This is an optimization exercise on Yosys and OpenROAD, whose aim is small area, a short achievable clock period and few clock cycles per item, not a production implementation.
In this exercise RTL edits were held to simulation tests only and were not proved equivalent to the original.
No activity file was given, so power comes from the tool's default toggle rates.

<file path="flow/config.mk">
export PLATFORM = sky130hd
export DESIGN_NAME = heap_alloc_top
export DESIGN_NICKNAME = heap_alloc_top
export VERILOG_FILES = /design/flow/design.v
export SDC_FILE = /design/flow/constraint.sdc
export NUM_CORES = 4
export LEC_CHECK = 0
export ABC_AREA = 1
export CAP_MARGIN = 20
export CORE_MARGIN = 2
export CORE_UTILIZATION = 40
export SETUP_SLACK_MARGIN = 5
export SLEW_MARGIN = 20
</file>
<file path="flow/constraint.sdc">
create_clock -name core_clock -period 10.0 [get_ports {clk_i}]
set_input_delay 2.0000 -clock core_clock [delete_from_list [all_inputs] [get_ports {clk_i}]]
set_output_delay 2.0000 -clock core_clock [all_outputs]
set_load 0.01 [all_outputs]
</file>
<file path="flow/design.v">
`default_nettype none
package heap_pkg;
  typedef logic [16-1:0] heap_addr_t;   
  typedef logic [7-1:0] hdr_idx_t;   
  typedef enum logic {
    FIRST_FIT = 1'b0,
    BEST_FIT  = 1'b1
  } alloc_strategy_e;
  typedef enum logic [3:0] {
    ST_INIT_HEAD,
    ST_INIT_BLOCK,
    ST_IDLE,
    ST_ALLOC_WALK,
    ST_ALLOC_FIT,
    ST_WR_NEW,
    ST_FREE_WALK,
    ST_FREE_LINK,
    ST_WR_LINK,
    ST_RSP
  } walker_state_e;
  typedef struct packed {
    heap_addr_t size;
    heap_addr_t next;   
  } block_header_t;
  typedef struct packed {
    logic       is_alloc;
    heap_addr_t operand;   
  } heap_req_t;
  typedef struct packed {
    logic       is_alloc;
    logic       ok;
    heap_addr_t ptr;
  } heap_rsp_t;
  typedef struct packed {
    logic          en;
    hdr_idx_t      idx;
    block_header_t hdr;
  } hdr_wr_t;
endpackage
`default_nettype wire
`timescale 1ns/1ps
`default_nettype none
module heap_alloc_top (
  input  wire logic                      clk_i,
  input  wire logic                      rst_ni,
  input  wire heap_pkg::alloc_strategy_e strategy_i,
  input  wire logic                      req_valid_i,
  input  wire heap_pkg::heap_req_t       req_i,
  output logic                           req_ready_o,
  output logic                           rsp_valid_o,
  output heap_pkg::heap_rsp_t            rsp_o,
  input  wire logic                      rsp_ready_i
);
  logic [15:0] size_rnd;
  logic        in_big;
  logic [6:0]  in_val;
  assign size_rnd = (req_i.operand + 16'd7) & 16'hfff8;
  always_comb begin
    if (req_i.is_alloc) begin
      if (size_rnd < 16'd16) begin
        in_big = 1'b0;
        in_val = 7'd2;
      end else begin
        in_big = (size_rnd[15:10] != 6'd0) || (size_rnd[9:3] == 7'd127);   
        in_val = size_rnd[9:3];
      end
    end else begin
      in_big = 1'b0;
      in_val = req_i.operand[9:3] - 7'd1;   
    end
  end
  logic       tl_v_q, tl_alloc_q, tl_best_q, tl_big_q;   
  logic [6:0] tl_val_q;
  logic       ws_v_q, ws_alloc_q, ws_best_q, ws_big_q;   
  logic [6:0] ws_val_q;
  logic       ex_v_q, ex_alloc_q, ex_best_q, ex_big_q;   
  logic [6:0] ex_val_q;
  logic [6:0] ex_t_q;   
  logic       ex_w_q;   
  logic       take, adv;
  assign req_ready_o = !tl_v_q;
  assign take        = req_valid_i && !tl_v_q;
  logic       pd_alloc_q;   
  logic       pd_free_q;    
  logic [6:0] pd_x_q;       
  logic [7:0] pd_n_q;       
  logic [83:0] code_q;   
  logic [41:0] fr_q;
  logic [127:0] blk_q, free_q;   
  logic [255:0] be;   
  always_comb begin
    blk_q  = '0;
    free_q = '0;
    blk_q[1]  = 1'b1;
    free_q[1] = fr_q[0];
    for (int m = 1; m <= 41; m++) begin
      for (int r = 0; r < 3; r++) begin
        if (3*m + r >= 4) begin
          blk_q[3*m+r]  = (code_q[2*m +: 2] == 2'(r + 1));
          free_q[3*m+r] = (code_q[2*m +: 2] == 2'(r + 1)) && fr_q[m];
        end
      end
    end
  end
  assign be = {128'hffffffff_ffffffff_ffffffff_ffffffff, blk_q};
  logic [127:0] dec_x, dec_n, new_n;
  logic [127:0] blk_d, free_d;
  logic [7:0]  x_lo, n_lo;
  logic [15:0] x_hi, n_hi;
  always_comb begin
    for (int v = 0; v < 8; v++) begin
      x_lo[v] = (pd_x_q[2:0] == 3'(v));
      n_lo[v] = (pd_n_q[2:0] == 3'(v));
    end
    for (int v = 0; v < 16; v++) begin
      x_hi[v] = (pd_x_q[6:3] == 4'(v));
      n_hi[v] = (pd_n_q[7:3] == 5'(v)) && pd_alloc_q;
    end
    for (int i = 0; i < 128; i++) begin
      dec_x[i] = x_hi[i/8] && x_lo[i%8];
      dec_n[i] = n_hi[i/8] && n_lo[i%8];
    end
  end
  always_comb begin
    for (int i = 0; i < 128; i++) begin
      if (i == 1) begin
        new_n[i]  = 1'b0;
        blk_d[i]  = 1'b1;
        free_d[i] = (free_q[i] && !(pd_alloc_q && dec_x[i])) || (pd_free_q && dec_x[i]);
      end else if (i >= 4 && i <= 125) begin
        new_n[i]  = dec_n[i] && !(be[i] || be[i+1] || be[i+2]);
        blk_d[i]  = blk_q[i] || new_n[i];
        free_d[i] = (free_q[i] && !(pd_alloc_q && dec_x[i])) || (pd_free_q && dec_x[i]) ||
                    new_n[i];
      end else begin
        new_n[i]  = 1'b0;
        blk_d[i]  = 1'b0;
        free_d[i] = 1'b0;
      end
    end
  end
  always_ff @(posedge clk_i) begin
    if (!rst_ni) begin
      code_q <= '0;
      fr_q <= 42'd1;
    end else begin
      fr_q[0] <= free_d[1];
      for (int m = 1; m <= 41; m++) begin
        logic       nn;
        logic [1:0] nc;
        nn = 1'b0;
        nc = code_q[2*m +: 2];
        for (int r = 0; r < 3; r++) begin
          if (new_n[3*m+r]) begin
            nn = 1'b1;
            nc = 2'(r + 1);
          end
        end
        code_q[2*m +: 2] <= nc;
        fr_q[m]   <= (fr_q[m] && !(pd_alloc_q && (dec_x[3*m] || dec_x[3*m+1] || dec_x[3*m+2]))) ||
                     (pd_free_q && (dec_x[3*m] || dec_x[3*m+1] || dec_x[3*m+2])) || nn;
      end
    end
  end
  logic       win_ex;
  logic [6:0] t_w;
  assign win_ex = ex_v_q && ex_alloc_q && !ex_big_q && !ex_w_q;
  assign t_w    = win_ex ? ex_t_q : ws_val_q;
  logic [255:0] bw;   
  logic [255:0] l1, l2, l4, l8, l16, l32, l64;
  logic [255:0] w0, w1, w2, w3, w4, w5, w6, w7;
  logic [127:0] win_q;
  assign bw  = {128'hffffffff_ffffffff_ffffffff_ffffffff, blk_q};
  assign l1  = {1'b1, bw[255:1]};
  assign l2  = l1 | {1'b1, l1[255:1]};
  assign l4  = l2 | {{2{1'b1}}, l2[255:2]};
  assign l8  = l4 | {{4{1'b1}}, l4[255:4]};
  assign l16 = l8 | {{8{1'b1}}, l8[255:8]};
  assign l32 = l16 | {{16{1'b1}}, l16[255:16]};
  assign l64 = l32 | {{32{1'b1}}, l32[255:32]};
  assign w0 = '0;
  assign w1 = {256{t_w[0]}} & l1;
  assign w2 = w1 | ({256{t_w[1]}} & (l2  | {{2{1'b1}}, w1[255:2]}));
  assign w3 = w2 | ({256{t_w[2]}} & (l4  | {{4{1'b1}}, w2[255:4]}));
  assign w4 = w3 | ({256{t_w[3]}} & (l8  | {{8{1'b1}}, w3[255:8]}));
  assign w5 = w4 | ({256{t_w[4]}} & (l16 | {{16{1'b1}}, w4[255:16]}));
  assign w6 = w5 | ({256{t_w[5]}} & (l32 | {{32{1'b1}}, w5[255:32]}));
  assign w7 = w6 | ({256{t_w[6]}} & (l64 | {{64{1'b1}}, w6[255:64]}));
  always_ff @(posedge clk_i) begin
    win_q <= w7[127:0];
  end
  logic [127:0] fit, cand;
  always_comb begin
    fit  = '0;
    cand = '0;
    for (int i = 0; i < 127; i++) begin
      fit[i]  = free_d[i] && !win_q[i];
      cand[i] = free_d[i] && !win_q[i] && (!ex_best_q || win_q[i+1]);
    end
  end
  logic       any_fit, any_cand;
  logic [6:0] f_idx;   
  assign any_fit = |fit;
  heap_lowest_slot lowest_i (
    .v_i   (cand),
    .any_o (any_cand),
    .idx_o (f_idx)
  );
  logic alloc_ok, can_exec, done, ex_out, ws_out, hazard;
  assign alloc_ok = ex_alloc_q && !ex_big_q && any_cand;
  assign can_exec = ex_v_q && !win_ex;
  assign done     = !ex_alloc_q || ex_big_q || !ex_best_q || !any_fit || any_cand;
  assign adv      = can_exec && done && (!rsp_valid_o || rsp_ready_i);
  assign ex_out   = !ex_v_q || adv;   
  assign ws_out   = !ws_v_q || ex_out;
  assign hazard   = !ex_alloc_q && pd_alloc_q && (|new_n) && (ex_val_q == pd_x_q);
  logic [6:0] ns_g, ns_p;
  logic [7:0] ns_c;
  logic [7:0] n_sum;
  always_comb begin
    ns_g = f_idx & ex_val_q;
    ns_p = f_idx ^ ex_val_q;
    ns_c[0] = 1'b1;
    for (int b = 0; b < 7; b++) begin
      logic run;   
      ns_c[b+1] = ns_g[b];
      run = ns_p[b];
      for (int a = b - 1; a >= 0; a--) begin
        ns_c[b+1] = ns_c[b+1] | (run & ns_g[a]);
        run = run & ns_p[a];
      end
      ns_c[b+1] = ns_c[b+1] | run;   
    end
    n_sum = {ns_c[7], ns_p ^ ns_c[6:0]};
  end
  always_ff @(posedge clk_i) begin
    if (!rst_ni) begin
      pd_alloc_q <= 1'b0;
      pd_free_q  <= 1'b0;
    end else begin
      pd_alloc_q <= adv && alloc_ok;
      pd_free_q  <= adv && !ex_alloc_q;
    end
  end
  always_ff @(posedge clk_i) begin
    pd_x_q <= ex_alloc_q ? f_idx : ex_val_q;
    pd_n_q <= n_sum;
  end
  always_ff @(posedge clk_i) begin
    if (!rst_ni) begin
      tl_v_q <= 1'b0;
      ws_v_q <= 1'b0;
      ex_v_q <= 1'b0;
      ex_w_q <= 1'b0;
    end else begin
      if (ex_out) begin
        ex_v_q <= ws_v_q;
        ex_w_q <= ws_v_q && !(adv && hazard);
      end else begin
        ex_w_q <= win_ex;   
      end
      if (ws_out) begin
        ws_v_q <= tl_v_q || take;
        tl_v_q <= 1'b0;
      end else if (take) begin
        tl_v_q <= 1'b1;
      end
    end
  end
  always_ff @(posedge clk_i) begin
    if (ex_out) begin
      ex_alloc_q <= ws_alloc_q;
      ex_best_q  <= ws_best_q;
      ex_big_q   <= ws_big_q;
      ex_val_q   <= ws_val_q;
      ex_t_q     <= ws_val_q;
    end else if (can_exec && !done) begin
      ex_t_q <= ex_t_q + 7'd1;   
    end
    if (ws_out) begin
      ws_alloc_q <= tl_v_q ? tl_alloc_q : req_i.is_alloc;
      ws_best_q  <= tl_v_q ? tl_best_q : (strategy_i == heap_pkg::BEST_FIT);
      ws_big_q   <= tl_v_q ? tl_big_q : in_big;
      ws_val_q   <= tl_v_q ? tl_val_q : in_val;
    end
    if (take) begin   
      tl_alloc_q <= req_i.is_alloc;
      tl_best_q  <= (strategy_i == heap_pkg::BEST_FIT);
      tl_big_q   <= in_big;
      tl_val_q   <= in_val;
    end
  end
  logic                rs_v_q;
  heap_pkg::heap_rsp_t rs_q;
  always_ff @(posedge clk_i) begin
    if (!rst_ni) begin
      rs_v_q <= 1'b0;
    end else if (adv) begin
      rs_v_q <= 1'b1;
    end else if (rsp_ready_i) begin
      rs_v_q <= 1'b0;
    end
  end
  always_ff @(posedge clk_i) begin
    if (adv) begin
      rs_q.is_alloc <= ex_alloc_q;
      rs_q.ok       <= !ex_alloc_q || alloc_ok;
      rs_q.ptr      <= alloc_ok ? {6'd0, f_idx + 7'd1, 3'd0} : 16'd0;
    end
  end
  assign rsp_valid_o = rs_v_q;
  assign rsp_o       = rs_q;
endmodule
module heap_lowest_slot (
  input  wire logic [127:0] v_i,
  output logic              any_o,
  output logic [6:0]        idx_o
);
  logic [63:0] a1; logic [63:0] i1;         
  logic [31:0] a2; logic [63:0] i2;         
  logic [15:0] a3; logic [47:0] i3;         
  logic [7:0]  a4; logic [31:0] i4;         
  logic [3:0]  a5; logic [19:0] i5;         
  logic [1:0]  a6; logic [11:0] i6;         
  always_comb begin
    for (int n = 0; n < 64; n++) begin
      a1[n] = v_i[2*n] | v_i[2*n+1];
      i1[n] = !v_i[2*n];
    end
    for (int n = 0; n < 32; n++) begin
      a2[n] = a1[2*n] | a1[2*n+1];
      i2[2*n +: 2] = a1[2*n] ? {1'b0, i1[2*n]} : {1'b1, i1[2*n+1]};
    end
    for (int n = 0; n < 16; n++) begin
      a3[n] = a2[2*n] | a2[2*n+1];
      i3[3*n +: 3] = a2[2*n] ? {1'b0, i2[2*(2*n) +: 2]} : {1'b1, i2[2*(2*n+1) +: 2]};
    end
    for (int n = 0; n < 8; n++) begin
      a4[n] = a3[2*n] | a3[2*n+1];
      i4[4*n +: 4] = a3[2*n] ? {1'b0, i3[3*(2*n) +: 3]} : {1'b1, i3[3*(2*n+1) +: 3]};
    end
    for (int n = 0; n < 4; n++) begin
      a5[n] = a4[2*n] | a4[2*n+1];
      i5[5*n +: 5] = a4[2*n] ? {1'b0, i4[4*(2*n) +: 4]} : {1'b1, i4[4*(2*n+1) +: 4]};
    end
    for (int n = 0; n < 2; n++) begin
      a6[n] = a5[2*n] | a5[2*n+1];
      i6[6*n +: 6] = a5[2*n] ? {1'b0, i5[5*(2*n) +: 5]} : {1'b1, i5[5*(2*n+1) +: 5]};
    end
    any_o = a6[0] | a6[1];
    idx_o = a6[0] ? {1'b0, i6[5:0]} : {1'b1, i6[11:6]};
  end
endmodule
`default_nettype wire
</file>
<file path="flow/run.sh">
#!/bin/bash
# synth_recipe.tcl (not shown) runs the flow's synth.tcl, then flattens the netlist and writes it again
# the make line also repeats each setting of config.mk as NAME=value (left out here)
make -C /OpenROAD-flow-scripts/flow DESIGN_CONFIG=/design/flow/config.mk WORK_HOME=/design/flow/orfs CLKGATE_MAP_FILE= SYNTH_SCRIPT=/design/flow/synth_recipe.tcl finish
</file>
==> flow_summary.toml <==
[outcome]
run_status = "timing/DRC/antenna clean"

[layout]
seq_area_sq_um = 6820
multi_input_area_sq_um = 23180
num-nets-final = 6210
drive_above_1_share_pct = 6.295
fillers = 9381
finish.instance_area_sq_um = 37660
areaGrowthSynthToFinish_pct = 10.83

[placement]
detailed_place_hpwl_um = 153200
place_congestion = 1.132
place_ws_ps = 4381
portBuffers = 32
placed_cell_area_sq_um = 35150

[synth]
yosysMostFrequentCell = "nand2_1"
synth_edf_count = 46
yosys_register_bits = 317
synth_cell_type_count = 65
yosys-top-cells-count = "1865 x nand2_1, 855 x inv_1, 722 x nor2_1"
synthFlopType = "dfxtp_1"
synthTopCellsByArea = "nand2_1 21%, dfxtp_1 16%, nand3_1 10%"
synth_top_area_share_pct = 20.60
yosys_warnings = 2
synth_area_leader_cell = "nand2_1"
seq_area_frac_synth_pct = 20.03
syn_area_sq_um = 33980
synth.avg_cell_area_sq_um = 5.607
synthArstFlopShare_pct = 0
synth_cells = 6060

[timing]
final.period_utilization_pct = 49.32
rsz0062_at_grt = "true"
fin_setup_tns_ps = 0
setup_viol = 0
final_max_slew_viol_count = 0
fin_skew_ps = 43.18
fin_ws_ps = 5068
worst_slew_pin_slew_ps = 1332
layout_min_cycle_time_ps = 4932
hold_viol_final = 0
relSlewSlack_pct = 10.67
timing.fmax_ghz = 0.2028

[power]
power_switching_mw = 2.265
p_comb_share_pct = 32.5
pwr-share-seq_pct = 30.4
p_int_mw = 2.893
p_clk_share_pct = 37.2
netSwitchingFraction_pct = 43.91
ir_drop_uv = 123.5
power_leakage_nw = 22.73
power_density_nw_per_um2 = 137.0

[grt]
grt-ovfl-total = 0
grtUsageTotal_pct = 43.82
grt_pass1_wl_um = 272900
antenna_found_initial = 10
grt_max_degree = 79
grt_pass1_vias = 38090

[floorplan]
start_util_pct = 40.54
rows = 106
core_area_sq_um = 83820
io_pins = 42
die_w_um = 295.5
die-height_um = 295.5
design.die.area_sq_um = 87290

[route]
dr.pass1.iters = 9
drc = 0
postRouteAntennaNets = 0
drt_iter0_drc = 6274
routed_wl_um = 197600
routed-via-count = 42390
wl_per_cell_um = 27.47
via_per_inst = 5.893

[worst_hold_path]
hold_path_class = "register to register"
min_delay_path_depth = 0

[worst_setup_path]
worstPathRequired_ps = 10450
worst_setup_path_start_kind = "register"
critPathKind = "register to register"
critPathArrivalTime_ps = 5380
critical_path.max_fanout = 52
r2r_cells = 19
end_kind = "register"

[job]
max_cap_violations = 0

[clock_network]
cts_buffer_depth = 3
clkLatencyLatePin_ps = 650
cts_tree = "yes"
h-tree-depth = 2
numCtsBuffers = 46
cts_sinks = 317
cts-root-buf = "clkbuf_16"
clkTransAtPathRegs_ps = 70
==> worst max-delay path: stages, from the launching register on <==
cell and delay, ps:
edfxtp_1 500, inv_2 210, nor2_2 70, nand2_2 290
nand2_1 150, o21ai_4 140, buf_4 380, buf_6 410
buf_6 470, o21bai_1 110, a22oi_1 510, nand2_1 100
nand2_1 90, nand2_1 90, a21oi_1 320, nand3_1 130
nand2_1 80, nand3_1 170, a21oi_1 170, nand2_1 230
==> routing by layer <==
metal  global-route usage, %  vias to the layer above  wire, um
met2                   62.03                     2814     77850
li1                        -                    19290         -
met3                   15.28                      531     28940
met1                   57.67                    19740     77440
met5                       0                        -        60
met4                   24.09                        8     13300
==> power groups by stage <==
stage | sequential, mW | clock (mW) | combinational (mW)
2_1_floorplan | 1.51 | 0 | 0.781
3_3_place_gp | 1.57 | 0 | 1.47
3_5_place_dp | 1.57 | 0 | 1.46
4_1_cts | 1.55 | 1.92 | 1.49
5_1_grt | 1.57 | 1.96 | 1.69
6_report | 1.57 | 1.92 | 1.68
==> placed cells by master, fill, tap and decap left out, types with 50 or more instances in the layout <==
cell / netlist / routed
nand2_1: 1865 / 1857
inv_1: 855 / 849
nor2_1: 722 / 701
nand3_1: 702 / 696
dfxtp_1: 271 / 266
a21oi_1: 233 / 230
o21ai_0: 208 / 208
ha_1: 174 / 174
a22oi_1: 100 / 100
a21boi_1: 91 / 86
nor3_1: 68 / 65
buf_4: 20 / 62
nand4_1: 56 / 56
o21ai_1: 58 / 52
o21bai_1: 50 / 50
==> cell type report <==
cell class                      count  share of cell area [%]
Clock buffer                       65                   3.592
Multi-Input combinational cell   4643                   61.56
Timing Repair Buffer              116                   2.977
Antenna cell                        7                 0.04651
Sequential cell                   317                   18.11
Clock inverter                     21                  0.9536
Tap cell                         1134                   3.768
Inverter                          890                   8.997
==> worst paths after layout <==
kind                             start                  end  slack [ps]
setup / recovery  ex_alloc_q$_DFFE_PP_     win_q[5]$_DFF_P_        5070
hold / removal     ws_best_q$_DFFE_PP_  ex_best_q$_DFFE_PP_         420
setup reg to reg  ex_alloc_q$_DFFE_PP_     win_q[5]$_DFF_P_        5070
hold reg to reg    ws_best_q$_DFFE_PP_  ex_best_q$_DFFE_PP_         420
==> through the flow <==
step,std cells,hold slack [ps],utilization [%],total power [mW]
after global routing,7186,436.1,44.91,5.210
after CTS,7161,417.0,44.28,4.958
after global placement,7061,413.5,41.92,3.047
after floorplan,6068,400.3,-,2.288
after detailed placement,7061,405.4,41.93,3.037
final,7193,419.7,44.93,5.158
==> cells by family after synthesis <==
kind of cell	count (synthesis)	share of synthesized area, %
DFF	317	20.03
buffers and inverters	1112	12.97
other	1	0.01104
AOI/OAI and AO/OA	879	15.83
xor gates and xnor gates	20	0.5155
adders and majority gates	174	6.407
muxes	1	0.04050
and+or+nand+nor	3556	44.19
==> state kept, by name, summed over array words and instances, names as in the netlist, 7 cells and up <==
signal    flops
ws_val_q      7
rs_q          9
tl_val_q      7
fr_q         42
win_q       125
pd_n_q        8
pd_x_q        7
ex_t_q        7
code_q       82
ex_val_q      7
==> repair_timing <==
action | in CTS | in global routing
resized for setup | 23 | 68
pin swaps | 3 | 8
hold buffers | 0 | 0
endpoints found under the setup margin | 26 | 40
buffers inserted | 14 | 20
gates cloned | 0 | 4
Testbench counts, summed over its fixed seeds: cycles 5,136, ops 4,800.

==> separate check: timing with driven ports <==
The flow's constraints put no driver on any port. The routed layout listed below was extracted and timed again, unchanged, in two steps.
Step 1 sets driving cells, clkbuf_16 on the clock port and buf_2 on the other inputs (assumed; they add their load-dependent delay and slew).
Step 2 adds t to the input delays and takes it off the output delays; t is the mean of the earliest and latest rising clock arrival at the registers after step 1. Input paths then give back, and output paths get back, about the clock's delay inside the block.
Three values: no drivers, after step 1, after step 2; two values: the first two.
t (ns): 0.703
slack for setup (ns): 5.068 / 5.068 / 4.893
clock arrival spread, ns: 0.044 / 0.044
worst slew at a driven data input, ns: 0.05
After both steps setup and hold are still met in this run. For this run, drivers alone change the setup slack by 0.000 ns; drivers and shift together by -0.175 ns.
